Context: an optimization exercise on an open-source flow, tuned for small area, a short achievable clock period and few clock cycles per item. The choices shown serve that exercise and are no tape-out recipe.
At most, simulation tests tie the RTL to the original design; equivalence was not proved.
The RTL of runs 4 and 5 was laid out without a check of its function.

File: design/flow/constraint.sdc
create_clock -name core_clock -period 11.0 [get_ports {clk}]
set_input_delay 2.2000 -clock core_clock [delete_from_list [all_inputs] [get_ports {clk}]]
set_output_delay 2.2000 -clock core_clock [all_outputs]
set_load 0.01 [all_outputs]
File: design/flow/run.sh
#!/bin/bash
# synth_recipe.tcl (not shown) runs the flow's synth.tcl, then flattens the netlist and writes it again
# the make line also repeats each setting of config.mk as NAME=value (left out here)
make -C /OpenROAD-flow-scripts/flow DESIGN_CONFIG=/design/flow/config.mk WORK_HOME=/design/flow/orfs CLKGATE_MAP_FILE= SYNTH_SCRIPT=/design/flow/synth_recipe.tcl finish
File: design/flow/config.mk
export PLATFORM = sky130hd
export DESIGN_NAME = servo_slew_limited_pwm_top
export DESIGN_NICKNAME = servo_slew_limited_pwm_top
export VERILOG_FILES = /design/flow/design.v
export SDC_FILE = /design/flow/constraint.sdc
export NUM_CORES = 4
export LEC_CHECK = 0
export ABC_CLOCK_PERIOD_IN_PS = 5000
export CAP_MARGIN = 20
export CORE_MARGIN = 2
export CORE_UTILIZATION = 40
export SETUP_SLACK_MARGIN = 5
export SLEW_MARGIN = 20
File: design/flow/design.v
`timescale 1ns / 1ps
package sslp_pkg;
  localparam logic OP_SET  = 1'b0;
  localparam logic OP_TICK = 1'b1;
  localparam logic [1:0] CFG_PULSE_GAIN = 2'd0;
  localparam logic [1:0] CFG_PULSE_MID  = 2'd1;
  localparam logic [1:0] CFG_CHAN_USE   = 2'd2;
  localparam logic [11:0] GAIN_RST     = 12'd800;
  localparam logic [11:0] MID_RST      = 12'd2040;
  localparam logic [2:0]  CHAN_USE_RST = 3'd5;
  localparam logic signed [11:0] TARGET_MAX = 12'sd1024;
  localparam logic signed [11:0] TARGET_MIN = -12'sd1024;
  localparam logic signed [13:0] PWM_MIN    = 14'sd200;
  localparam logic signed [13:0] PWM_MAX    = 14'sd3250;
endpackage
`timescale 1ns / 1ps
module servo_slew_limited_pwm_top #(
  parameter int CHANNELS = 5
) (
  input  logic               clk,
  input  logic               rst_n,
  input  logic               in_valid,
  output logic               in_ready,
  input  logic               in_op,
  input  logic [2:0]         in_channel,
  input  logic signed [11:0] in_target_pos,
  input  logic [11:0]        in_step_limit,
  input  logic               in_enable_req,
  input  logic [4:0]         in_pins_low,
  output logic               out_valid,
  input  logic               out_ready,
  output logic [2:0]         out_channel,
  output logic               out_pwm_write,
  output logic [11:0]        out_pwm_value,
  output logic               out_last,
  input  logic               cfg_we,
  input  logic [1:0]         cfg_index,
  input  logic [11:0]        cfg_wdata
);
  logic [11:0] gain_r;
  logic [11:0] mid_r;
  logic [2:0]  n_r;       
  always_ff @(posedge clk) begin
    if (!rst_n) begin
      gain_r <= sslp_pkg::GAIN_RST;
      mid_r  <= sslp_pkg::MID_RST;
      n_r    <= sslp_pkg::CHAN_USE_RST;
    end else if (cfg_we) begin
      case (cfg_index)
        sslp_pkg::CFG_PULSE_GAIN: gain_r <= cfg_wdata;
        sslp_pkg::CFG_PULSE_MID:  mid_r  <= cfg_wdata;
        sslp_pkg::CFG_CHAN_USE:   n_r    <= (cfg_wdata[2:0] > 3'd5) ? 3'd5 : cfg_wdata[2:0];
        default: ;
      endcase
    end
  end
  logic [2:0] h;   
  always_ff @(posedge clk) begin
    if (!rst_n)       h <= 3'd0;
    else if (h == 3'd4) h <= 3'd0;
    else              h <= h + 3'd1;
  end
  logic               slot_v;
  logic               slot_op;
  logic [2:0]         slot_ch;
  logic signed [11:0] slot_tgt;    
  logic [11:0]        slot_lim;
  logic               slot_en;
  logic [4:0]         slot_pins;
  logic signed [11:0] tgt_sat;
  always_comb begin
    if (in_target_pos > sslp_pkg::TARGET_MAX)      tgt_sat = sslp_pkg::TARGET_MAX;
    else if (in_target_pos < sslp_pkg::TARGET_MIN) tgt_sat = sslp_pkg::TARGET_MIN;
    else                                           tgt_sat = in_target_pos;
  end
  logic       wact;     
  logic [2:0] wj;       
  logic [4:0] wpins;
  logic       ready;    
  logic       v0, v1;   
  logic       pop;
  logic       p2_v;
  logic       tick_start, set_drain, drain;
  logic       wa_e, step, step_last;
  logic [2:0] wj_e;
  logic [4:0] pins_e;
  logic       accept;
  function automatic logic drain_f(input logic sv, input logic sop, input logic [2:0] sch,
                                   input logic act, input logic [2:0] j, input logic [2:0] ph,
                                   input logic rdy, input logic [2:0] n);
    logic tick_d, set_d;
    tick_d  = sop && (!act || n == 3'd0);
    set_d   = !sop && (sch > 3'd4 || !act || sch < j || (sch == j && ph == j && rdy));
    drain_f = sv && (tick_d || set_d);
  endfunction
  logic       in_ready_r;
  logic       slot_v_n, slot_op_n, wact_n, v1_n;
  logic [2:0] slot_ch_n, wj_n, h_n, n_n;
  always_comb begin
    tick_start = slot_v && slot_op && !wact && (n_r != 3'd0);
    wa_e       = wact || tick_start;
    wj_e       = tick_start ? 3'd0 : wj;
    pins_e     = tick_start ? slot_pins : wpins;
    step       = wa_e && (h == wj_e) && ready;
    step_last  = step && (wj_e == n_r - 3'd1);
    drain      = drain_f(slot_v, slot_op, slot_ch, wact, wj, h, ready, n_r);
    set_drain  = drain && !slot_op;
    in_ready   = in_ready_r;
    accept     = in_valid && in_ready;
    slot_v_n   = accept || (slot_v && !drain);
    slot_op_n  = accept ? in_op : slot_op;
    slot_ch_n  = accept ? in_channel : slot_ch;
    wact_n     = wa_e && !step_last;
    wj_n       = step ? wj_e + 3'd1 : wj_e;
    h_n        = (h == 3'd4) ? 3'd0 : h + 3'd1;
    v1_n       = !pop && (v1 || (p2_v && v0));
    n_n        = (cfg_we && cfg_index == sslp_pkg::CFG_CHAN_USE)
                 ? ((cfg_wdata[2:0] > 3'd5) ? 3'd5 : cfg_wdata[2:0]) : n_r;
  end
  always_ff @(posedge clk) begin
    if (!rst_n) begin
      slot_v     <= 1'b0;
      wact       <= 1'b0;
      wj         <= 3'd0;
      in_ready_r <= 1'b1;
    end else begin
      slot_v     <= slot_v_n;
      wact       <= wact_n;
      wj         <= wj_n;
      in_ready_r <= !slot_v_n ||
                    drain_f(slot_v_n, slot_op_n, slot_ch_n, wact_n, wj_n, h_n, !v1_n, n_n);
    end
  end
  always_ff @(posedge clk) begin
    if (accept) begin
      slot_op   <= in_op;
      slot_ch   <= in_channel;
      slot_tgt  <= tgt_sat;
      slot_lim  <= in_step_limit;
      slot_en   <= in_enable_req;
      slot_pins <= in_pins_low;
    end
    if (tick_start) wpins <= slot_pins;
  end
  logic [15:0] lim_x;
  logic [5:0]  set_lq;
  logic [6:0]  set_lr;
  assign lim_x  = ({6'd0, slot_lim[11:2]} << 5) + ({6'd0, slot_lim[11:2]} << 3)
                + {6'd0, slot_lim[11:2]};
  assign set_lq = lim_x[15:10];
  assign set_lr = 7'(slot_lim[6:0] - ({1'b0, set_lq} * 7'd100));
  logic [4:0] swe;
  logic [3:0] pos;
  always_comb begin
    pos = 4'(h) + 4'd6 - 4'(slot_ch);
    if (pos >= 4'd5) pos = pos - 4'd5;
    if (pos >= 4'd5) pos = pos - 4'd5;
    for (int k = 0; k < 5; k++)
      swe[k] = set_drain && (slot_ch < 3'd5) && (pos == 4'(k));
  end
  logic signed [11:0] rt  [5];
  logic [5:0]         rlq [5];
  logic [6:0]         rlr [5];
  logic               rreq[5];
  logic               ren [5];
  logic               rz  [5];    
  logic signed [11:0] rq  [5];
  logic [6:0]         rr  [5];
  logic signed [11:0] q0, t0;
  logic [6:0]         r0, lr0;
  logic [5:0]         lq0;
  logic               pin, en_new, dis, mov;
  logic signed [12:0] d;
  logic signed [13:0] dm, dp;
  logic [7:0]         s;
  logic               e_pos, e_zero, e_neg, rate_nz, up, dn, cy, bw;
  logic signed [11:0] qn;
  logic [6:0]         rn;
  always_comb begin
    t0      = rt[0];
    q0      = rz[0] ? 12'sd0 : rq[0];
    r0      = rz[0] ? 7'd0 : rr[0];
    lq0     = rlq[0];
    lr0     = rlr[0];
    pin     = pins_e[h];
    en_new  = rreq[0] || (ren[0] && !pin);
    dis     = ren[0] && !rreq[0] && pin;
    d       = 13'(t0) - 13'(q0);
    dm      = 14'(t0) - 14'(q0) - 14'($signed({1'b0, lq0}));
    dp      = 14'(t0) - 14'(q0) + 14'($signed({1'b0, lq0}));
    s       = 8'(r0) + 8'(lr0);
    e_pos   = d > 13'sd0;
    e_zero  = (d == 13'sd0) && (r0 == 7'd0);
    e_neg   = !e_pos && !e_zero;
    rate_nz = (lq0 != 6'd0) || (lr0 != 7'd0);
    up      = e_pos && rate_nz && (dm > 14'sd1 || (dm == 14'sd1 && s < 8'd100));
    dn      = e_neg && rate_nz && (dp < 14'sd0 || (dp == 14'sd0 && lr0 < r0));
    cy      = s >= 8'd100;
    bw      = r0 < lr0;
    if (up) begin
      qn = q0 + 12'($signed({1'b0, lq0})) + 12'(cy);
      rn = cy ? 7'(s - 8'd100) : s[6:0];
    end else if (dn) begin
      qn = q0 - 12'($signed({1'b0, lq0})) - 12'(bw);
      rn = bw ? 7'(r0 - lr0 + 7'd100) : 7'(r0 - lr0);
    end else begin
      qn = t0;
      rn = 7'd0;
    end
    mov = en_new && !e_zero;
  end
  always_ff @(posedge clk) begin
    for (int k = 0; k < 5; k++) begin
      if (swe[k]) begin
        rt[k]  <= slot_tgt;
        rlq[k] <= set_lq;
        rlr[k] <= set_lr;
      end else begin
        rt[k]  <= rt[(k + 4) % 5];
        rlq[k] <= rlq[(k + 4) % 5];
        rlr[k] <= rlr[(k + 4) % 5];
      end
      if (k == 1 && step && en_new) begin
        rq[k] <= qn;
        rr[k] <= rn;
      end else begin
        rq[k] <= rq[(k + 4) % 5];
        rr[k] <= rr[(k + 4) % 5];
      end
    end
    for (int k = 0; k < 5; k++) begin
      if (!rst_n) begin
        rreq[k] <= 1'b0;
        ren[k]  <= 1'b0;
        rz[k]   <= 1'b1;
      end else begin
        rreq[k] <= swe[k] ? slot_en : rreq[(k + 4) % 5];
        if (k == 1 && step) begin
          ren[k] <= en_new;
          rz[k]  <= rz[0] && !en_new;
        end else begin
          ren[k] <= ren[(k + 4) % 5];
          rz[k]  <= rz[(k + 4) % 5];
        end
      end
    end
  end
  logic               p1_v, p1_calc, p1_dis, p1_rnz;
  logic signed [11:0] p1_q;
  logic               p2_calc, p2_dis, p2_s;
  logic [16:0]        p2_a, p2_b;
  logic               s1, inc1;
  logic [10:0]        m1;
  logic [16:0]        a1, b1;
  logic [25:0]        acc;
  logic signed [13:0] raw;
  logic [11:0]        pwm_c;
  always_ff @(posedge clk) begin
    if (!rst_n) begin
      p1_v <= 1'b0;
      p2_v <= 1'b0;
    end else if (ready) begin
      p1_v <= step;
      p2_v <= p1_v;
    end
  end
  always_ff @(posedge clk) begin
    if (ready) begin
      p1_calc <= mov;
      p1_dis  <= dis;
      p1_q    <= qn;
      p1_rnz  <= rn != 7'd0;
      p2_calc <= p1_calc;
      p2_dis  <= p1_dis;
      p2_s    <= s1;
      p2_a    <= a1;
      p2_b    <= b1;
    end
  end
  always_comb begin
    s1   = p1_q[11];
    inc1 = s1 && !p1_rnz;
    m1   = s1 ? ~p1_q[10:0] : p1_q[10:0];
    a1   = 17'(m1 * gain_r[5:0]) + (inc1 ? 17'(gain_r[5:0]) : 17'd0);
    b1   = 17'(m1 * gain_r[11:6]) + (inc1 ? 17'(gain_r[11:6]) : 17'd0);
  end
  always_comb begin
    acc = {4'd0, mid_r, 10'd0} + ({9'd0, p2_a} ^ {26{p2_s}})
        + (({9'd0, p2_b} ^ {26{p2_s}}) << 6) + (p2_s ? 26'd1088 : 26'd0);
    raw = acc[23:10];
    if (raw < sslp_pkg::PWM_MIN)      pwm_c = 12'd200;
    else if (raw > sslp_pkg::PWM_MAX) pwm_c = 12'd3250;
    else                              pwm_c = raw[11:0];
  end
  logic        wr0, wr1;
  logic [11:0] val0, val1;
  logic        push;
  logic        nwr;
  logic [11:0] nval;
  logic [2:0]  chn;
  assign ready = !v1;
  assign push  = p2_v && ready;
  assign pop   = v0 && out_ready;
  assign nwr   = p2_calc || p2_dis;
  assign nval  = p2_calc ? pwm_c : 12'd0;
  always_ff @(posedge clk) begin
    if (!rst_n) begin
      v0  <= 1'b0;
      v1  <= 1'b0;
      chn <= 3'd0;
    end else begin
      if (v1) begin
        if (pop) v1 <= 1'b0;
      end else if (push) begin
        if (v0 && !pop) v1 <= 1'b1;
        v0 <= 1'b1;
      end else if (pop) begin
        v0 <= 1'b0;
      end
      if (pop) chn <= (chn == n_r - 3'd1) ? 3'd0 : chn + 3'd1;
    end
  end
  always_ff @(posedge clk) begin
    if (v1) begin
      if (pop) begin
        wr0  <= wr1;
        val0 <= val1;
      end
    end else if (push) begin
      if (v0 && !pop) begin
        wr1  <= nwr;
        val1 <= nval;
      end else begin
        wr0  <= nwr;
        val0 <= nval;
      end
    end
  end
  assign out_valid     = v0;
  assign out_channel   = chn;
  assign out_pwm_write = wr0;
  assign out_pwm_value = val0;
  assign out_last      = (chn == n_r - 3'd1);
endmodule
==> key figures, run 1 <==
Routing
  • DRC errors left: 0
  • Via count: 15.5k
  • Initial DRC count: 735
  • Post-route ant nets: 0
  • Vias per cell: around 5
  • Drt first pass iters: 5
  • Per-cell routed wire length: 16.3 um
  • Final wirelength: 49800 um

Placement
  • RD Place Congestion: ~0.85
  • Detailed Place HPWL: about 38000 um
  • PortBufs: 71

GRT
  • Largest net degree at the start of global routing: 52
  • First-pass GRT wire length: ~82000 um
  • Vias in the first global route: around 16k
  • Initial antenna violation count: 1
  • Global Route Usage Sum: between 10% and 20%
  • Total grt overflow: 0

Die
  • Boundary pin count: 72
  • Core area: roughly 56000 um2
  • Site Rows: between 80 and 90
  • Die height: ~240 um
  • Initial Util: between 40% and 50%
  • Die area: between 50000 and 60000 um2
  • Die Width: ~240 um

Timing
  • Final Setup Violations: 0
  • Max-slew violation total from the final report: 0
  • Rel. slew slack: 41.8%
  • Unrepaired setup endpoints after global routing: false
  • Final Hold Fails: 0
  • Tcrit/Tclk final: about half
  • Skew final: 25.0 ps
  • FMAX: about 180 MHz
  • Sum of negative setup slack: 0 ps
  • WHS: 323 ps
  • Final worst path period need: roughly 5500 ps
  • Worst-margin pin slew: between 800 and 900 ps

Status
  • Status: timing/DRC/antenna clean

Logic synthesis
  • Simple-Gate Fraction of Synth Area: 13.0%
  • Cells after synthesis: between 2k and 2.5k
  • Complex-gate fraction of the synthesized area: around 10%
  • Mux share of post-synthesis cell area: under 10%
  • Syn Nets: around 2.6k
  • Post-synthesis cell area: around 23000 um2
  • Ys flop type: dfxtp_1
  • Mean Syn Cell Area: about 10 um2
  • Sequential area share after synthesis: 39.0%
  • Main combinational cell family by area after synthesis: adder cells
  • Area leader, netlist: dfxtp_1
  • Post-Synth Adder-Cell Area: 20.3%
  • Synth async-reset ratio: 0%
  • Top-area cell type share of the netlist area: between 20% and 30%
  • Synthesis-stage register bit count: about 390
  • Post-synthesis xor/xnor area fraction: between 5 and 6%
  • Top cells by area, synth: dfxtp_1, edfxtp_1, ha_1, fa_1, mux2_2
  • EDFF count, synth: between 100 and 150
  • YS warnings: 9
  • Yosys cell types: 87

Setup path
  • Largest stage delay on the critical path: 560 ps
  • CP Cell Sequence: buf_12 -> xor2_2 -> nand2_1 -> fa_1 -> inv_1 -> ha_1 -> inv_1 -> fa_1 -> fa_1 -> inv_1 -> ha_1 -> nor2b_1 -> o41ai_2 -> o211ai_1 -> a311oi_1 -> o21bai_1 -> a21oi_1 -> xnor2_1
  • Critical path fanouts, max: 12
  • Worst Setup Path Type: reg2reg
  • Slowest cell on crit path: fa_1
  • WP data arrival: around 5800 ps
  • Data required time at the worst endpoint: between 10000 and 15000 ps
  • Crit path launch type: flip-flop
  • Crit. End Element: flip-flop

Finish
  • Layout cells sized above 1: 11.4%
  • Most frequent cells in the layout: dfxtp_1, nand2_1, inv_1, ha_1, mux2_2
  • Nets: between 2k and 3k
  • Commonest non-fill, non-tap cell in the layout: dfxtp_1
  • Ant diodes: 0
  • Synthesis-to-layout area growth: 12.7%

Clocking
  • Clk slew on worst S/H paths: about 60 ps
  • Worst-skew pair later-pin latency: about 560 ps
  • Num CTS Buffers: 39
  • CTS tree: yes
  • Root Driver: clkbuf_16
  • # H-tree levels: 2
  • Maximum clock insertion buffer count: 3
  • CTS Sinks: approximately 390

Job
  • Maxcap violations: 0

Worst hold path
  • Min-Delay Path Class: reg2reg
-- final cells by class --
| type | count | area [um2] |
|---|---|---|
| multi-input combinational | 1528 | 12800 |
| clock inverter | 21 | 191 |
| fill | 5256 | 30600 |
| sequential | 389 | 8810 |
| tap | 756 | 946 |
| inverter | 211 | 792 |
| clock buffer | 50 | 1090 |
| timing repair buffer | 92 | 881 |
-- stage by stage --
stage / cells / area [um2] / setup WS [ps] / utilization (%)
finish: 3047 / 25500 / 5540 / 45.4
floorplan: 2201 / 22600 / 5570 / -
detailed placement: 2973 / 24100 / 4610 / 43.0
CTS: 3047 / 25400 / 5300 / 45.4
global placement: 2973 / 24100 / 4750 / 42.9
global route: 3047 / 25500 / 5110 / 45.4
-- critical path: cells and delay by family, from the launching register on --
kind,cells,cell delay (ps)
fa+ha+maj,5,2160
compound gates,5,1420
xor+xnor,2,570
flops,1,420
buf+inv,4,310
simple gates,2,310
-- Yosys cell counts (18+ instances only) --
cell	n
ha_1	201
a21o_1	21
o21ai_0	60
dfxtp_1	287
nand3_1	39
a31oi_1	18
nor2b_1	35
clkbuf_1	50
nand2_1	218
inv_1	210
mux2_2	122
a21oi_1	98
nor2_1	101
buf_2	18
nor3_1	30
fa_1	103
xnor2_1	84
xor2_1	64
and2_1	79
edfxtp_1	102
nand2b_1	20
mux2i_1	21
-- layer usage --
layer | track usage, % | wire (um) | vias up
met5 | 0 | 0 | -
li1 | - | - | 7611
met4 | 4.11 | 959 | 0
met1 | 21.8 | 22300 | 7575
met3 | 2.38 | 1700 | 66
met2 | 30.6 | 24800 | 227
-- final timing paths --
kind / startpoint / end / slack, ps / cells after the start
worst max-delay path: p1_q[11] / p2_a[16] / 5540 / 18
worst min-delay path: rq[1][4] / rq[2][4] / 320 / 0
worst max register to register: p1_q[11] / p2_a[16] / 5540 / 18
worst min register to register: rq[1][4] / rq[2][4] / 320 / 0
-- cells by family after synthesis --
family,count (synthesis)
simple gates,598
mux,143
flops,389
xor+xnor,148
buf+inv,284
compound gates,335
fa+ha+maj,304
-- what timing repair did --
action | 4_1_cts | 5_1_grt
pin swaps | 0 | 0
endpoints found under the hold margin | 0 | 0
hold buffers | 0 | 0
setup buffers | 3 | 0
gates resized for setup | 7 | 3
setup endpoints to repair | 7 | 3
-- registers in the layout (all words and copies together), names as in the netlist, 17 cells and up --
| register | count |
|---|---|
| rlq | 30 |
| rr | 35 |
| rt | 60 |
| p2_b | 17 |
| rlr | 35 |
| rq | 60 |
Testbench counts, summed over its fixed seeds: cycles 11,359, items 9,600.
==> run 2: changes to the inputs <==
==> design/flow/flow/run.sh (new file) <==
#!/bin/bash
set -euo pipefail
bash standard.sh SETUP_SLACK_MARGIN=6.5 finish > standard.log 2>&1
==> design/flow/standard.sh (new file) <==
#!/bin/bash
# synth_recipe.tcl (not shown) runs the flow's synth.tcl, then flattens the netlist and writes it again
# the make line also repeats each setting of config.mk as NAME=value (left out here)
make -C /OpenROAD-flow-scripts/flow DESIGN_CONFIG=/design/flow/config.mk WORK_HOME=/design/flow/orfs CLKGATE_MAP_FILE= SYNTH_SCRIPT=/design/flow/synth_recipe.tcl "${@:-finish}"
--- a/design/flow/config.mk
+++ b/design/flow/config.mk
@@ -7,3 +7,2 @@
 export LEC_CHECK = 0
-export ABC_CLOCK_PERIOD_IN_PS = 5000
 export CAP_MARGIN = 20
@@ -11,3 +10,2 @@
 export CORE_UTILIZATION = 40
-export SETUP_SLACK_MARGIN = 5
 export SLEW_MARGIN = 20
removed: design/flow/run.sh
==> key figures, run 2 <==
Status
  • Status: timing/DRC/antenna clean

Timing
  • Final Setup Violations: 0
  • Skew final: between 20 and 30 ps
  • Unrepaired setup endpoints after global routing: true
  • Max-slew violation total from the final report: 0
  • Final worst path period need: 5020 ps
  • FMAX: ~200 MHz
  • Sum of negative setup slack: 0 ps
  • Rel. slew slack: between 30% and 40%
  • Tcrit/Tclk final: 45.7%
  • Worst-margin pin slew: between 900 and 1000 ps
  • Final Hold Fails: 0

Worst hold path
  • WHS Endpoint: rr[0][3]
  • Hold path cells: 0
  • Hold Crit Start: rr[4][3]
  • Min-Delay Path Class: reg2reg

Routing
  • Via count: roughly 16k
  • Per-cell routed wire length: 17.3 um
  • Vias per cell: 5.11
  • Final wirelength: approximately 55000 um
  • Drt first pass iters: 5
  • Post-route ant nets: 0
  • DRC errors left: 0
  • Initial DRC count: 864

Finish
  • Commonest non-fill, non-tap cell in the layout: dfxtp_1
  • Layout cells sized above 1: 22.3%
  • Most frequent cells in the layout: dfxtp_1, nand2_1, inv_1, ha_1, mux2_2
  • Filler Cell Count: 5063
  • Top flop regs: rq (60), rt (60)
  • Ant diodes: 0
  • Synthesis-to-layout area growth: 23.1%
  • Nets: around 2.7k

GRT
  • Global Route Usage Sum: 17.8%
  • Total grt overflow: 0
  • Initial antenna violation count: 0
  • First-pass GRT wire length: 84900 um
  • Largest net degree at the start of global routing: 51
  • Vias in the first global route: 16.4k

Setup path
  • CP bufs+invs: 3
  • Worst Setup Path Type: reg2reg
  • Largest stage delay on the critical path: about 540 ps
  • Critical R2R Capture: p2_a[16]
  • Cells on worst reg2reg path: 16
  • Most used cell, CP: fa_1
  • WP data arrival: 5340 ps
  • Critical path fanouts, max: 5
  • CP Cell Sequence: buf_12 -> xor2_4 -> buf_6 -> nand2_4 -> fa_1 -> fa_1 -> fa_1 -> inv_2 -> fa_1 -> ha_4 -> o41ai_4 -> o211ai_1 -> a311oi_2 -> o21bai_1 -> a21oi_1 -> xnor2_1
  • Crit path launch type: flip-flop
  • Worst path top cell family by delay: adder cells
  • Data required time at the worst endpoint: 11320 ps
  • RR Startpoint: p1_q[11]
  • R2R setup slack: roughly 6000 ps
  • Slowest cell on crit path: fa_1
  • Crit. End Element: flip-flop

Die
  • Initial Util: around two fifths
  • Die height: ~240 um
  • Die area: 58400 um2
  • Site Rows: 87
  • Core area: roughly 56000 um2
  • Boundary pin count: slightly above 70
  • Die Width: approximately 240 um

Placement
  • PortBufs: 71
  • RD Place Congestion: about 0.88
  • Detailed Place HPWL: 38000 um

Logic synthesis
  • Synthesis-stage register bit count: 389
  • YS warnings: 9
  • Area leader, netlist: dfxtp_1
  • Most frequent cells after synthesis: dfxtp_1, nand2_1, inv_1
  • Cells after synthesis: 2201
  • Top-count cell post-synth: dfxtp_1
  • Yosys cell types: 87
  • Synth async-reset ratio: 0%
  • Top cells by area, synth: dfxtp_1, edfxtp_1, ha_1, fa_1, mux2_2
  • Post-synthesis cell area: about 23000 um2
  • Syn Nets: between 2k and 3k
  • EDFF count, synth: a little over 100
  • Ys flop type: dfxtp_1
  • Sequential area share after synthesis: about two fifths
  • Top-area cell type share of the netlist area: between 20% and 30%
  • Mean Syn Cell Area: a little over 10 um2

Clocking
  • CTS tree: yes
  • Cts hold-fix bufs: 0
  • Worst-skew pair later-pin latency: ~570 ps
  • Maximum clock insertion buffer count: 3
  • # H-tree levels: 2
  • Num CTS Buffers: 41
  • Root Driver: clkbuf_16
  • Clk slew on worst S/H paths: approximately 70 ps
  • CTS Sinks: around 400

Job
  • Maxcap violations: 0
## run 2: cell count changes in the layout (fill, tap and decap cells not counted), moves of 12 or more
cell and delta:
xnor2_1 -16, a21oi_1 -23, buf_4 +74, xnor2_2 +15
xor2_1 -14, a21oi_2 +19, ha_4 +19, ha_1 -23
nand2_1 -12, inv_1 -12
## run 2: layout make-up
class                   instances  area (um2)  area share [%]
repair buffers                192        1900            6.84
clock inverters                16         179           0.643
clock buffers                  60        1190            4.27
flip-flops and latches        389        8820            31.7
multi-input cells            1532       14000            50.3
well taps                     756         946            3.40
inverters                     211         796            2.86
## run 2: timing repair
item,in CTS,in global routing
setup endpoints to repair,178,199
gates resized for setup,93,142
setup buffers,57,42
hold endpoints to repair,0,0
pin swaps,42,77
cloned,3,7
## run 2: worst max-delay path by stage
stage / start / cells past startpoint / end
3_5_place_dp: p1_q[11] / 15 / p2_a[16]
3_3_place_gp: p1_q[11] / 17 / p2_a[16]
5_1_grt: p1_q[11] / 22 / p2_b[15]
2_1_floorplan: p1_q[11] / 19 / p2_a[16]
4_1_cts: p1_q[11] / 19 / p2_a[16]
6_report: p1_q[11] / 16 / p2_a[16]
## run 2: per-layer routing
layer / vias to the layer above / wire, um / track usage, %
met4: 0 / 1360 / 5.24
met3: 84 / 1910 / 2.35
li1: 7814 / - / -
met1: 7931 / 23700 / 22.4
met2: 290 / 27700 / 31.7
met5: - / 0 / 0
## run 2: cells by family (layout without fill, tap and decap cells)
| logic type | count (synthesis) | after routing | share of synthesized area (%) |
|---|---|---|---|
| and+or+nand+nor | 598 | 601 | 13.0 |
| buffers and inverters | 284 | 479 | 4.90 |
| adders and majority gates | 304 | 304 | 20.3 |
| xor gates and xnor gates | 148 | 149 | 5.74 |
| muxes | 143 | 143 | 7.01 |
| DFF | 389 | 389 | 39.0 |
| AOI/OAI and AO/OA | 335 | 335 | 10.1 |
## run 2: metrics by stage
stage,cells,utilization (%),cell area [um2],hold slack [ps],worst slack [ps]
2_1_floorplan,2201,-,22900,310,6320
3_5_place_dp,2971,43.3,24300,312,5190
3_3_place_gp,2971,43.3,24300,310,5310
6_report,3156,49.6,27800,322,5980
5_1_grt,3156,49.6,27800,327,5810
4_1_cts,3107,47.7,26700,324,6000
==> run 3: changes to the inputs <==
==> design/flow/run.sh (new file) <==
#!/bin/bash
# synth_recipe.tcl (not shown) runs the flow's synth.tcl, then flattens the netlist and writes it again
# the make line also repeats each setting of config.mk as NAME=value (left out here)
make -C /OpenROAD-flow-scripts/flow DESIGN_CONFIG=/design/flow/config.mk WORK_HOME=/design/flow/orfs CLKGATE_MAP_FILE= SYNTH_SCRIPT=/design/flow/synth_recipe.tcl finish
--- a/design/flow/config.mk
+++ b/design/flow/config.mk
@@ -9,3 +9,6 @@
 export CORE_MARGIN = 2
-export CORE_UTILIZATION = 40
+export CORE_UTILIZATION = 55
+export CTS_CLUSTER_DIAMETER = 100
+export CTS_CLUSTER_SIZE = 30
+export SETUP_SLACK_MARGIN = 5
 export SLEW_MARGIN = 20
removed: design/flow/flow/run.sh
removed: design/flow/standard.sh
==> key figures, run 3 <==
Status
  • Status: timing/DRC/antenna clean

Logic synthesis
  • Top-count cell post-synth: dfxtp_1
  • YS warnings: 9
  • Ys flop type: dfxtp_1
  • EDFF count, synth: ~100
  • Mean Syn Cell Area: between 10 and 15 um2
  • Yosys cell types: 87
  • Most frequent cells after synthesis: dfxtp_1, nand2_1, inv_1
  • Top cells by area, synth: dfxtp_1, edfxtp_1, ha_1, fa_1, mux2_2
  • Synth async-reset ratio: 0%
  • Post-synthesis cell area: between 20000 and 25000 um2
  • Syn Nets: 2558
  • Cells after synthesis: between 2k and 2.5k
  • Sequential area share after synthesis: between 30% and 40%
  • Area leader, netlist: dfxtp_1
  • Synthesis-stage register bit count: ~400
  • Top-area cell type share of the netlist area: about a quarter

Die
  • Core area: 40600 um2
  • Site Rows: between 70 and 80
  • Initial Util: between 50 and 60%
  • Boundary pin count: 72
  • Die height: 207 um
  • Die area: between 40000 and 50000 um2
  • Die Width: ~210 um

GRT
  • Global Route Usage Sum: between 20% and 30%
  • Largest net degree at the start of global routing: 52
  • Vias in the first global route: about 15k
  • Total grt overflow: 0
  • Initial antenna violation count: 0
  • First-pass GRT wire length: approximately 79000 um

Timing
  • Worst-margin pin slew: 941 ps
  • Final Hold Fails: 0
  • Max-slew violation total from the final report: 0
  • Rel. slew slack: a little under two fifths
  • Skew final: roughly 37 ps
  • Tcrit/Tclk final: 51.0%
  • FMAX: 178 MHz
  • Unrepaired setup endpoints after global routing: false
  • Final worst path period need: 5610 ps
  • Sum of negative setup slack: 0 ps
  • Final Setup Violations: 0

Clocking
  • CTS Sinks: approximately 400
  • CTS tree: yes
  • Maximum clock insertion buffer count: 3
  • # H-tree levels: 1
  • Worst-skew pair later-pin latency: 560 ps
  • Clk slew on worst S/H paths: roughly 110 ps
  • Root Driver: clkbuf_16
  • Num CTS Buffers: 18

Routing
  • Per-cell routed wire length: roughly 18 um
  • Vias per cell: around 5.4
  • Via count: about 15k
  • DRC errors left: 0
  • Drt first pass iters: 7
  • Final wirelength: 48700 um
  • Post-route ant nets: 0
  • Initial DRC count: 711

Finish
  • Commonest non-fill, non-tap cell in the layout: dfxtp_1
  • Layout cells sized above 1: under 10%
  • Multi-input logic area: about 13000 um2
  • Synthesis-to-layout area growth: 8.30%
  • Most frequent cells in the layout: dfxtp_1, nand2_1, inv_1, ha_1, mux2_2
  • Nets: ~2.6k
  • Top flop regs: rq (60), rt (60)
  • Seq. cell area: ~8800 um2
  • Filler Cell Count: 3521
  • Ant diodes: 0

Setup path
  • Crit. End Element: flip-flop
  • Crit path launch type: flip-flop
  • Critical path fanouts, max: 12
  • Worst Setup Path Type: reg2reg
  • WP data arrival: between 5000 and 6000 ps
  • Data required time at the worst endpoint: between 10000 and 15000 ps

Placement
  • Detailed Place HPWL: 37200 um
  • RD Place Congestion: ~0.85
  • PortBufs: between 70 and 80

Job
  • Maxcap violations: 0

Worst hold path
  • Min-Delay Path Class: reg2reg
==> run 3: routing by layer <==
metal | vias up | track usage [%] | wire length (um)
li1 | 7527 | - | -
met1 | 7310 | 28.9 | 21300
met2 | 184 | 43.3 | 25000
met3 | 55 | 2.26 | 1200
met4 | 0 | 5.61 | 1090
met5 | - | 0 | 0
==> run 3: path summary, 6_finish.rpt <==
| check | depth (start not counted) | slack (ps) | endpoint | start |
|---|---|---|---|---|
| setup / recovery | 20 | 5390 | p2_b[16] | p1_q[11] |
| hold / removal | 0 | 330 | rq[0][8] | rq[4][8] |
| setup reg to reg | 20 | 5390 | p2_b[16] | p1_q[11] |
| hold reg to reg | 0 | 330 | rq[0][8] | rq[4][8] |
==> run 3: final cells by class <==
cell class,instances,area share [%]
multi-input cells,1528,52.1
flip-flops and latches,389,36.0
repair buffers,89,3.51
inverters,211,3.24
well taps,532,2.72
clock buffers,25,2.04
clock inverters,6,0.348
==> run 3: logic make-up after synthesis <==
family | Yosys count | synth area share (%)
AO/OA/AOI/OAI | 335 | 10.1
flip-flops | 389 | 39.0
buffers and inverters | 284 | 4.90
AND/OR/NAND/NOR | 598 | 13.0
XOR/XNOR | 148 | 5.74
adder cells (fa/ha/maj) | 304 | 20.3
multiplexers | 143 | 7.01
==> run 3: repair_timing <==
| item | CTS | global route |
|---|---|---|
| resized for setup | 7 | 1 |
| endpoints found under the setup margin | 7 | 6 |
| setup buffers | 0 | 3 |
| hold buffers | 0 | 0 |
| pin swaps | 0 | 0 |
| endpoints found under the hold margin | 0 | 0 |
==> run 3: critical path: stages, from the launching register on <==
cell	delay, ps
edfxtp_1	430
buf_12	180
xor2_2	480
nand2_1	160
fa_1	560
inv_1	40
ha_1	260
inv_1	50
fa_1	500
fa_1	540
inv_1	40
ha_1	330
inv_1	70
o21bai_1	70
a21o_1	210
a21oi_1	180
o21ai_0	140
o41ai_1	630
o2111ai_1	210
a21oi_1	200
xnor2_1	80
==> run 3: metrics by stage <==
step	hold WS, ps	worst slack (ps)	cell area (um2)	instances	util, %
after floorplan	310	5570	22600	2201	-
after detailed placement	312	4600	23800	2746	58.5
final	330	5390	24500	2780	60.2
after global placement	310	4790	23800	2746	58.5
after global routing	340	5090	24500	2780	60.2
after CTS	330	5010	24400	2777	60.1
==> run 4: changes to the inputs <==
--- a/design/flow/design.v
+++ b/design/flow/design.v
@@ -250,7 +250,6 @@
   logic               p2_calc, p2_dis, p2_s;
-  logic [16:0]        p2_a, p2_b;
+  logic [11:0]        p2_m;
   logic               s1, inc1;
   logic [10:0]        m1;
-  logic [16:0]        a1, b1;
-  logic [25:0]        acc;
+  logic [22:0]        prod1;
   logic signed [13:0] raw;
@@ -275,4 +274,3 @@
       p2_s    <= s1;
-      p2_a    <= a1;
-      p2_b    <= b1;
+      p2_m    <= prod1[21:10];
     end
@@ -280,12 +278,10 @@
   always_comb begin
-    s1   = p1_q[11];
-    inc1 = s1 && !p1_rnz;
-    m1   = s1 ? ~p1_q[10:0] : p1_q[10:0];
-    a1   = 17'(m1 * gain_r[5:0]) + (inc1 ? 17'(gain_r[5:0]) : 17'd0);
-    b1   = 17'(m1 * gain_r[11:6]) + (inc1 ? 17'(gain_r[11:6]) : 17'd0);
+    s1    = p1_q[11];
+    inc1  = s1 && !p1_rnz;
+    m1    = s1 ? ~p1_q[10:0] : p1_q[10:0];
+    prod1 = 23'(m1 * gain_r) + (inc1 ? 23'(gain_r) : 23'd0);
   end
   always_comb begin
-    acc = {4'd0, mid_r, 10'd0} + ({9'd0, p2_a} ^ {26{p2_s}})
-        + (({9'd0, p2_b} ^ {26{p2_s}}) << 6) + (p2_s ? 26'd1088 : 26'd0);
-    raw = acc[23:10];
+    raw = p2_s ? 14'($signed({2'b0, mid_r}) - $signed({2'b0, p2_m}))
+               : 14'($signed({2'b0, mid_r}) + $signed({2'b0, p2_m}));
     if (raw < sslp_pkg::PWM_MIN)      pwm_c = 12'd200;
--- a/design/flow/config.mk
+++ b/design/flow/config.mk
@@ -7,7 +7,6 @@
 export LEC_CHECK = 0
+export ABC_CLOCK_PERIOD_IN_PS = 5000
 export CAP_MARGIN = 20
 export CORE_MARGIN = 2
-export CORE_UTILIZATION = 55
-export CTS_CLUSTER_DIAMETER = 100
-export CTS_CLUSTER_SIZE = 30
+export CORE_UTILIZATION = 40
 export SETUP_SLACK_MARGIN = 5
==> key figures, run 4 <==
Die
  • Die area: around 57000 um2
  • Initial Util: 40.5%
  • Site Rows: 85
  • Die Width: 238 um
  • Die height: ~240 um
  • Boundary pin count: 72
  • Core area: 53900 um2

Logic synthesis
  • Yosys cell types: between 90 and 100
  • Area leader, netlist: dfxtp_1
  • Synthesis-stage register bit count: about 370
  • Top-count cell post-synth: dfxtp_1
  • Most frequent cells after synthesis: dfxtp_1, inv_1, nand2_1
  • Post-synthesis cell area: approximately 22000 um2
  • Syn Nets: ~2.5k
  • YS warnings: 9
  • Ys flop type: dfxtp_1
  • EDFF count, synth: 86
  • Cells after synthesis: roughly 2.2k
  • Synth async-reset ratio: 0%
  • Top cells by area, synth: dfxtp_1, edfxtp_1, fa_1, ha_1, mux2_2
  • Mean Syn Cell Area: about 10 um2
  • Sequential area share after synthesis: 38.1%
  • Top-area cell type share of the netlist area: about a quarter

Clocking
  • Num CTS Buffers: 40
  • Root Driver: clkbuf_16
  • Worst-skew pair later-pin latency: 560 ps
  • Maximum clock insertion buffer count: 3
  • CTS Sinks: between 300 and 400
  • # H-tree levels: 2
  • Cts hold-fix bufs: 0
  • CTS tree: yes
  • Clk slew on worst S/H paths: about 60 ps

Routing
  • Per-cell routed wire length: about 17 um
  • Initial DRC count: 913
  • Vias per cell: roughly 5.2
  • Drt first pass iters: 5
  • DRC errors left: 0
  • Final wirelength: around 49000 um
  • Post-route ant nets: 0
  • Via count: 15.5k

GRT
  • Vias in the first global route: 15.8k
  • Global Route Usage Sum: between 10% and 20%
  • Total grt overflow: 0
  • First-pass GRT wire length: 80000 um
  • Initial antenna violation count: 1
  • Largest net degree at the start of global routing: between 50 and 60

Finish
  • Seq. cell area: about 8300 um2
  • Most frequent cells in the layout: dfxtp_1, nand2_1, inv_1, ha_1, fa_1
  • Commonest non-fill, non-tap cell in the layout: dfxtp_1
  • Ant diodes: 0
  • Layout cells sized above 1: roughly 14%
  • Top flop regs: rq (60), rt (60)
  • Synthesis-to-layout area growth: 16.4%
  • Layout Cells excl Fill: 2995
  • Multi-input logic area: 12700 um2
  • Final instance area: 25400 um2
  • Nets: between 2k and 3k
  • Filler Cell Count: between 4k and 5k
  • Fin util: between 40% and 50%

Setup path
  • Data required time at the worst endpoint: about 11000 ps
  • WP data arrival: around 6300 ps
  • Crit path launch type: flip-flop
  • Crit. End Element: flip-flop
  • Worst Setup Path Type: reg2reg
  • Critical path fanouts, max: 5

Timing
  • Sum of negative setup slack: 0 ps
  • Rel. slew slack: between 30% and 40%
  • Tcrit/Tclk final: 54.4%
  • Skew final: about 18 ps
  • Worst-margin pin slew: between 1000 and 1500 ps
  • Final Hold Fails: 0
  • Final worst path period need: 5990 ps
  • Final Setup Violations: 0
  • Unrepaired setup endpoints after global routing: true
  • Max-slew violation total from the final report: 0
  • FMAX: around 170 MHz

Job
  • Maxcap violations: 0

Placement
  • RD Place Congestion: between 0.8 and 0.9
  • PortBufs: between 70 and 80
  • Placed cells: roughly 2.9k
  • Placement Cell Area: around 23000 um2
  • Detailed Place HPWL: about 36000 um

Status
  • Status: timing/DRC/antenna clean

Worst hold path
  • Min-Delay Path Class: reg2reg
-- run 4: path summary, 6_finish.rpt --
kind,to,cells after the start,startpoint,slack (ps)
setup / recovery,p2_m[11],21,p1_q[11],5010
hold / removal,rr[3][3],0,rr[2][3],320
setup reg to reg,p2_m[11],21,p1_q[11],5010
hold reg to reg,rr[3][3],0,rr[2][3],320
-- run 4: logic make-up (layout without fill, tap and decap cells) --
family | Yosys count | in the layout | share of synthesized area [%]
compound gates | 353 | 353 | 11.1
simple gates | 608 | 608 | 13.9
fa+ha+maj | 288 | 288 | 20.5
mux | 132 | 132 | 6.68
flops | 373 | 373 | 38.1
xor+xnor | 102 | 104 | 4.09
buf+inv | 321 | 441 | 5.65
-- run 4: area by class of cell --
cell class / instances / area share, %
Multi-Input combinational cell: 1485 / 49.9
Sequential cell: 373 / 32.7
Clock buffer: 56 / 4.62
Timing Repair Buffer: 127 / 5.00
Clock inverter: 18 / 0.772
Inverter: 240 / 3.56
Tap cell: 696 / 3.42
-- run 4: metal layers --
metal  up-vias  global-route usage (%)  wire (um)
met3        85                    2.45       1910
met5         -                       0         19
li1       7577                       -          -
met1      7503                    22.8      22700
met4         2                    5.60       1270
met2       307                    29.8      23600
-- run 4: worst max-delay path: stages, from the launching register on --
cell,delay [ps]
edfxtp_1,440
buf_12,180
buf_6,120
xor2_4,260
buf_6,140
nand2_1,60
fa_1,500
fa_1,510
inv_1,60
ha_4,240
fa_1,560
fa_1,460
ha_4,240
a21o_1,210
a21oi_4,160
o221ai_4,150
a41o_1,230
o41a_1,420
a211o_1,340
a21o_1,190
a21oi_2,130
xnor2_1,90
-- run 4: through the flow --
stage / setup slack [ps] / hold slack (ps)
after floorplan: 5020 / 310
after global placement: 4250 / 310
after detailed placement: 4100 / 312
after CTS: 4870 / 320
after global routing: 4820 / 327
final: 5010 / 320
-- run 4: timing repair --
item / CTS / global route
endpoints found under the setup margin: 12 / 7
gates cloned: 0 / 3
buffers inserted: 16 / 27
pin swaps: 6 / 43
resized for setup: 19 / 59
==> run 5: changes to the inputs <==
--- a/design/flow/design.v
+++ b/design/flow/design.v
@@ -172,6 +172,6 @@
   logic               pin, en_new, dis, mov;
-  logic signed [12:0] d;
-  logic signed [13:0] dm, dp;
+  logic signed [11:0] qa, qb;
+  logic [6:0]         ra, rb;
   logic [7:0]         s;
-  logic               e_pos, e_zero, e_neg, rate_nz, up, dn, cy, bw;
+  logic               e_zero, rate_nz, up, dn, cy, bw;
   logic signed [11:0] qn;
@@ -187,20 +187,19 @@
     dis     = ren[0] && !rreq[0] && pin;
-    d       = 13'(t0) - 13'(q0);
-    dm      = 14'(t0) - 14'(q0) - 14'($signed({1'b0, lq0}));
-    dp      = 14'(t0) - 14'(q0) + 14'($signed({1'b0, lq0}));
     s       = 8'(r0) + 8'(lr0);
-    e_pos   = d > 13'sd0;
-    e_zero  = (d == 13'sd0) && (r0 == 7'd0);
-    e_neg   = !e_pos && !e_zero;
-    rate_nz = (lq0 != 6'd0) || (lr0 != 7'd0);
-    up      = e_pos && rate_nz && (dm > 14'sd1 || (dm == 14'sd1 && s < 8'd100));
-    dn      = e_neg && rate_nz && (dp < 14'sd0 || (dp == 14'sd0 && lr0 < r0));
     cy      = s >= 8'd100;
     bw      = r0 < lr0;
+    qa      = q0 + 12'($signed({1'b0, lq0})) + 12'(cy);
+    qb      = q0 - 12'($signed({1'b0, lq0})) - 12'(bw);
+    ra      = cy ? 7'(s - 8'd100) : s[6:0];
+    rb      = bw ? 7'(r0 - lr0 + 7'd100) : 7'(r0 - lr0);
+    rate_nz = (lq0 != 6'd0) || (lr0 != 7'd0);
+    e_zero  = (t0 == q0) && (r0 == 7'd0);
+    up      = rate_nz && (t0 > qa);
+    dn      = rate_nz && (t0 < qb || (t0 == qb && rb != 7'd0));
     if (up) begin
-      qn = q0 + 12'($signed({1'b0, lq0})) + 12'(cy);
-      rn = cy ? 7'(s - 8'd100) : s[6:0];
+      qn = qa;
+      rn = ra;
     end else if (dn) begin
-      qn = q0 - 12'($signed({1'b0, lq0})) - 12'(bw);
-      rn = bw ? 7'(r0 - lr0 + 7'd100) : 7'(r0 - lr0);
+      qn = qb;
+      rn = rb;
     end else begin
@@ -209,3 +208,3 @@
     end
-    mov = en_new && !e_zero;
+    mov     = en_new && !e_zero;
   end
@@ -250,6 +249,7 @@
   logic               p2_calc, p2_dis, p2_s;
-  logic [11:0]        p2_m;
+  logic [16:0]        p2_a, p2_b;
   logic               s1, inc1;
   logic [10:0]        m1;
-  logic [22:0]        prod1;
+  logic [16:0]        a1, b1;
+  logic [25:0]        acc;
   logic signed [13:0] raw;
@@ -274,3 +274,4 @@
       p2_s    <= s1;
-      p2_m    <= prod1[21:10];
+      p2_a    <= a1;
+      p2_b    <= b1;
     end
@@ -278,10 +279,12 @@
   always_comb begin
-    s1    = p1_q[11];
-    inc1  = s1 && !p1_rnz;
-    m1    = s1 ? ~p1_q[10:0] : p1_q[10:0];
-    prod1 = 23'(m1 * gain_r) + (inc1 ? 23'(gain_r) : 23'd0);
+    s1   = p1_q[11];
+    inc1 = s1 && !p1_rnz;
+    m1   = s1 ? ~p1_q[10:0] : p1_q[10:0];
+    a1   = 17'(m1 * gain_r[5:0]) + (inc1 ? 17'(gain_r[5:0]) : 17'd0);
+    b1   = 17'(m1 * gain_r[11:6]) + (inc1 ? 17'(gain_r[11:6]) : 17'd0);
   end
   always_comb begin
-    raw = p2_s ? 14'($signed({2'b0, mid_r}) - $signed({2'b0, p2_m}))
-               : 14'($signed({2'b0, mid_r}) + $signed({2'b0, p2_m}));
+    acc = {4'd0, mid_r, 10'd0} + ({9'd0, p2_a} ^ {26{p2_s}})
+        + (({9'd0, p2_b} ^ {26{p2_s}}) << 6) + (p2_s ? 26'd1088 : 26'd0);
+    raw = acc[23:10];
     if (raw < sslp_pkg::PWM_MIN)      pwm_c = 12'd200;
==> key figures, run 5 <==
Placement
  • RD Place Congestion: approximately 0.92
  • PortBufs: 71
  • Detailed Place HPWL: around 38000 um
  • Placement Cell Area: roughly 24000 um2
  • Post-place setup slack: between 3000 and 4000 ps

Clocking
  • CTS tree: yes
  • Maximum clock insertion buffer count: 3
  • Clk slew on worst S/H paths: around 60 ps
  • # H-tree levels: 2
  • Num CTS Buffers: 40
  • Worst-skew pair later-pin latency: 560 ps
  • CTS Sinks: 389
  • Root Driver: clkbuf_16
  • Cts hold-fix bufs: 0

Routing
  • DRC errors left: 0
  • Post-route ant nets: 0
  • Vias per cell: roughly 5.2
  • Drt first pass iters: 5
  • Top sig layer: met4
  • WL met3: approximately 2300 um
  • Per-cell routed wire length: about 17 um
  • Final wirelength: roughly 53000 um
  • Via count: about 16k
  • Met2 WL: 25100 um
  • Post-Route M1 WL: 23600 um
  • Initial DRC count: 818

Setup path
  • Critical path fanouts, max: 8
  • WP data arrival: between 6000 and 7000 ps
  • Worst Setup Path Type: reg2reg
  • Crit. End Element: flip-flop
  • Most used cell, CP: buf_4
  • Worst path top cell family by delay: buffers and inverters
  • Slowest cell on crit path: dfxtp_4
  • Crit path launch type: flip-flop
  • Largest stage delay on the critical path: approximately 350 ps
  • Data required time at the worst endpoint: approximately 11000 ps
  • CP bufs+invs: 35

GRT
  • First-pass GRT wire length: around 85000 um
  • Vias in the first global route: around 16k
  • Largest net degree at the start of global routing: 56
  • Initial antenna violation count: 0
  • Total grt overflow: 0
  • Global Route Usage Sum: ~18%

Finish
  • Most frequent cells in the layout: dfxtp_1, nand2_1, ha_1, inv_1, mux2_2
  • Multi-input logic area: about 13000 um2
  • Top flop regs: rq (60), rt (60)
  • Synthesis-to-layout area growth: 18.1%
  • Layout cells sized above 1: roughly 16%
  • Nets: approximately 2.7k
  • Commonest non-fill, non-tap cell in the layout: dfxtp_1
  • Final instance area: 26700 um2
  • Fin util: a little under half
  • Seq. cell area: 8810 um2
  • Filler Cell Count: 5245
  • Ant diodes: 0

Status
  • Status: timing/DRC/antenna clean

Timing
  • Final Setup Violations: 0
  • Tcrit/Tclk final: a little under three fifths
  • Skew final: 30.9 ps
  • Final setup margin: between 4000 and 5000 ps
  • Final Hold Fails: 0
  • Sum of negative setup slack: 0 ps
  • Worst-margin pin slew: 1050 ps
  • Unrepaired setup endpoints after global routing: true
  • Rel. slew slack: ~30%
  • Final worst path period need: 6160 ps
  • Max-slew violation total from the final report: 0
  • FMAX: approximately 160 MHz

Logic synthesis
  • Yosys cell types: 91
  • Synthesis-stage register bit count: just under 400
  • Syn Nets: approximately 2.6k
  • Most frequent cells after synthesis: dfxtp_1, nand2_1, ha_1
  • Ys flop type: dfxtp_1
  • Top-count cell post-synth: dfxtp_1
  • EDFF count, synth: ~100
  • Cells after synthesis: 2234
  • Area leader, netlist: dfxtp_1
  • Top cells by area, synth: dfxtp_1, edfxtp_1, ha_1, fa_1, mux2_2
  • Post-synthesis cell area: 22600 um2
  • Synth async-reset ratio: 0%
  • Sequential area share after synthesis: between 30% and 40%
  • Mean Syn Cell Area: ~10 um2
  • YS warnings: 9
  • Top-area cell type share of the netlist area: 25.5%

Worst hold path
  • Min-Delay Path Class: reg2reg

Die
  • Die area: around 60000 um2
  • Die height: 241 um
  • Site Rows: 87
  • Boundary pin count: 72
  • Core area: roughly 56000 um2
  • Die Width: 241 um
  • Initial Util: about two fifths

Job
  • Maxcap violations: 0
-- run 5: cell type report --
type	count	share of cell area, %
multi-input combinational	1579	49.4
sequential	389	33.1
timing repair buffer	171	5.95
clock buffer	59	4.73
tap	756	3.55
inverter	189	2.67
clock inverter	13	0.615
-- run 5: path summary, 6_finish.rpt --
kind	startpoint	endpoint	slack (ps)	cells after the start
worst max-delay path	rz[0]	rr[1][2]	4840	45
worst min-delay path	rq[2][7]	rq[3][7]	320	0
worst max register to register	rz[0]	rr[1][2]	4840	45
worst min register to register	rq[2][7]	rq[3][7]	320	0
-- run 5: cell families (layout without fill, tap and decap cells) --
group / Yosys count / in the layout / share of synthesized area [%]
AO/OA/AOI/OAI: 349 / 350 / 10.4
buffers and inverters: 267 / 432 / 4.58
AND/OR/NAND/NOR: 660 / 660 / 14.1
flip-flops: 389 / 389 / 39.0
XOR/XNOR: 133 / 133 / 5.26
adder cells (fa/ha/maj): 296 / 296 / 19.7
multiplexers: 140 / 140 / 6.97
-- run 5: what timing repair did --
item	in CTS	in global routing
cloned	3	0
setup buffers	62	16
resized for setup	38	49
pin swaps	22	20
setup endpoints to repair	32	34
-- run 5: metrics by stage --
step / hold WS, ps / std cells
floorplan: 310 / 2234
detailed placement: 312 / 3003
global route: 322 / 3156
finish: 315 / 3156
CTS: 321 / 3140
global placement: 310 / 3003
-- run 5: layer usage --
metal | global-route usage [%] | vias up
li1 | - | 7914
met1 | 23.5 | 7912
met2 | 32.0 | 342
met3 | 2.28 | 101
met4 | 6.04 | 0
met5 | 0 | -

[afterwards: timing with drivers on the ports]
The results above use ideal ports. As a check the final layouts listed here were re-extracted and re-timed, cells and wires unchanged. Step 1 assumes that a clkbuf_16 drives the clock port and a buf_2 every other input. Step 2 also shifts input and output timing later by t, the mid clock arrival at the registers, as if the neighbouring blocks saw the same clock. Three values: no drivers, after step 1, after step 2; two values: the first two.
run | t, ns | setup WS [ns] | hold WS [ns] | worst setup path at the end
run 1 | 0.603 | 5.537 / 5.537 / 5.537 | 0.323 / 0.323 / 0.323 | register to register
run 2 | 0.617 | 5.977 / 5.977 / 5.977 | 0.322 / 0.322 / 0.322 | register to register
run 3 | 0.594 | 5.386 / 5.386 / 5.386 | 0.330 / 0.330 / 0.330 | register to register
run 4 | 0.601 | 5.011 / 5.011 / 5.011 | 0.320 / 0.320 / 0.320 | register to register
run 5 | 0.603 | 4.845 / 4.845 / 4.845 | 0.315 / 0.315 / 0.315 | register to register
After both steps setup and hold are still met in every run listed.
